Context: an optimization exercise on an open-source flow, tuned for small area, a short achievable clock period and few clock cycles. The choices shown serve that exercise and are no tape-out recipe. In this exercise RTL edits were held to simulation tests only and were not proved equivalent to the original. No activity file was given, so power comes from the tool's default toggle rates.

Setup of v43:
==> flow/design.v (excerpt) <==
module packet_truncate_ipv4_fixup_unit (
  input  logic        clk_i,
  input  logic        rst_ni,
  input  logic        cfg_we_i,
  input  logic        cfg_idx_i,
  input  logic [15:0] cfg_wdata_i,
  input  logic        s_axis_tvalid,
  output logic        s_axis_tready,
  input  logic [23:0] s_axis_tdata,    
  input  logic        s_axis_tlast,
  output logic        m_axis_tvalid,
  input  logic        m_axis_tready,
  output logic [7:0]  m_axis_tdata,    
  output logic        m_axis_tlast
);
Settings: LEC_CHECK=0, CAP_MARGIN=20, CORE_MARGIN=2, CORE_UTILIZATION=50, CTS_CLUSTER_DIAMETER=110, CTS_CLUSTER_SIZE=26, PLACE_DENSITY=0.7, SETUP_SLACK_MARGIN=3.1, SLEW_MARGIN=20; clock period 5.5 ns.
run.sh (not shown) runs the stock make flow with config.mk's settings and CLKGATE_MAP_FILE= SYNTH_SCRIPT=/design/flow/synth_recipe.tcl, a recipe that flattens the netlist after the stock synthesis.
Testbench counts of v43, summed over its fixed seeds: cycles 243,794.
The inputs of v50 differ from those of v43 as listed below.
# v43
export LEC_CHECK = 0
export CAP_MARGIN = 20
export CORE_MARGIN = 2
export CORE_UTILIZATION = 50
export CTS_CLUSTER_DIAMETER = 110
export CTS_CLUSTER_SIZE = 26
export PLACE_DENSITY = 0.7
export SETUP_SLACK_MARGIN = 3.1
export SLEW_MARGIN = 20
create_clock -name core_clock -period 5.5 [get_ports {clk_i}]
# v50
export LEC_CHECK = 0
export CAP_MARGIN = 20
export CORE_MARGIN = 2
export CORE_UTILIZATION = 40
export CTS_CLUSTER_DIAMETER = 120
export CTS_CLUSTER_SIZE = 30
export PLACE_DENSITY = 0.6
export SETUP_SLACK_MARGIN = 3.1
export SLEW_MARGIN = 20
create_clock -name core_clock -period 5.5 [get_ports {clk_i}]
v50: no failed stages, no open violations at the end. Per the comparison of v50 with v43, final period utilization climbed 1.1 points, inserted tap cell count climbed 176, final critical path time including I/O delays and setup climbed 0.059 ns.
The following lists how v44 was set up differently from v50:
# v50
export LEC_CHECK = 0
export CAP_MARGIN = 20
export CORE_MARGIN = 2
export CORE_UTILIZATION = 40
export CTS_CLUSTER_DIAMETER = 120
export CTS_CLUSTER_SIZE = 30
export PLACE_DENSITY = 0.6
export SETUP_SLACK_MARGIN = 3.1
export SLEW_MARGIN = 20
create_clock -name core_clock -period 5.5 [get_ports {clk_i}]
# v44
export LEC_CHECK = 0
export CAP_MARGIN = 20
export CORE_MARGIN = 2
export CORE_UTILIZATION = 40
export PLACE_DENSITY = 0.6
export SETUP_SLACK_MARGIN = 3.1
export SLEW_MARGIN = 20
create_clock -name core_clock -period 5.5 [get_ports {clk_i}]
Results
- v50 was carried through to the last stage, and its layout satisfied the timing, DRC and antenna checks.
- v44 | status: complete | timing, DRC, antenna: pass
- Number of antenna violations at the first check in global routing: v50 vs v44 identical
- Measured against each other, v44 and v50 differ in number of gates resized after cts, the higher figure coming from v50.
- Number of buffers created by CTS, v44 and v50: smaller value in v50
- Sort v44 and v50 by cell count desc -> top: v44
- Sort v44 and v50 by number of clock buffers in the layout, descending, and v44 comes first.
- Comparing v44 with v50, the reported sequential group power came out essentially unchanged.
- When the final numbers for v44 and v50 were put side by side, the least setup slack across all paths after layout turned out to be greater in v44.
For v59, these inputs were changed with respect to v44:
# v44
export LEC_CHECK = 0
export CAP_MARGIN = 20
export CORE_MARGIN = 2
export CORE_UTILIZATION = 40
export PLACE_DENSITY = 0.6
export SETUP_SLACK_MARGIN = 3.1
export SLEW_MARGIN = 20
create_clock -name core_clock -period 5.5 [get_ports {clk_i}]
# v59
export LEC_CHECK = 0
export CAP_MARGIN = 20
export CORE_MARGIN = 2
export CORE_UTILIZATION = 40
export CTS_CLUSTER_DIAMETER = 100
export CTS_CLUSTER_SIZE = 22
export PLACE_DENSITY = 0.6
export SETUP_SLACK_MARGIN = 3.1
export SLEW_MARGIN = 20
create_clock -name core_clock -period 5.5 [get_ports {clk_i}]
==> run summary <==
Looking at highest metal layer with signal wires, the met4 result is from v59; the met5 one comes from v44.
Cmp v59 vs v44: clock network fraction of design power lower in v59
Per the comparison of v59 with v44, worst max-slew margin expressed relative to the limit lower, count of state elements after synthesis stayed essentially flat, switching share of total power moved up, initial antenna violation count lost 1, clock-pin slew on the worst setup and hold paths rose by 0.04 ns.
v59 reports a lower slack of the critical path than v44 does.
The reg2reg setup slack reported for v59 is smaller than that of v44 by 0.10 ns.
Input changes introduced in v14 (baseline for comparison: v59):
# v59
export LEC_CHECK = 0
export CAP_MARGIN = 20
export CORE_MARGIN = 2
export CORE_UTILIZATION = 40
export CTS_CLUSTER_DIAMETER = 100
export CTS_CLUSTER_SIZE = 22
export PLACE_DENSITY = 0.6
export SETUP_SLACK_MARGIN = 3.1
export SLEW_MARGIN = 20
create_clock -name core_clock -period 5.5 [get_ports {clk_i}]
# v14
export LEC_CHECK = 0
export CAP_MARGIN = 20
export CORE_MARGIN = 2
export CORE_UTILIZATION = 50
export CTS_CLUSTER_DIAMETER = 110
export CTS_CLUSTER_SIZE = 26
export PLACE_DENSITY = 0.7
export SETUP_SLACK_MARGIN = 3.1
export SLEW_MARGIN = 20
export TNS_END_PERCENT = 50
create_clock -name core_clock -period 5.5 [get_ports {clk_i}]
==> comparison <==
The wire length of v14 falls short of that of v59 by 760 microns.
Comparing v59 with v14, the minimum period implied by the final worst setup slack came out essentially unchanged.
Relative to v59, global-route met2 utilization has gone up in v14.
Looking at non-clock buffer count, v14 sits about 15% higher than v59 does.

-- re-timing with driven ports --
In the flow no input, the clock included, has a driving cell. The finished layouts below were timed again as built, in two steps. Step 1 (the two cells are an assumption about what drives the block):
set clk [get_ports {clk_i}]
set_driving_cell -lib_cell sky130_fd_sc_hd__clkbuf_16 $clk
set_driving_cell -lib_cell sky130_fd_sc_hd__buf_2 [delete_from_list [all_inputs] $clk]
Step 2 times the ports against the registers' clock, not the clock port: input delays grow and output delays shrink by t, the midpoint of the rising clock arrivals with the driver on. a / b / c = ideal ports / drivers / drivers and shift; a / b = the first two.
run	shift t [ns]	setup slack, ns	worst setup path at the end	latest minus earliest clock arrival (ns)
v43	0.679	3.102 / 3.097 / 2.526	input to register	0.030 / 0.031
v50	0.659	3.043 / 3.035 / 2.514	input to register	0.039 / 0.039
v44	0.673	3.075 / 3.067 / 2.484	input to register	0.038 / 0.038
v59	0.651	2.979 / 2.979 / 2.571	input to register	0.039 / 0.038
v14	0.677	2.981 / 2.918 / 2.383	input to register	0.038 / 0.038
After both steps setup and hold are still met in every run listed. The setup slack of v14, which loses most, moves by -0.063 ns with the drivers and by -0.598 ns with both steps.
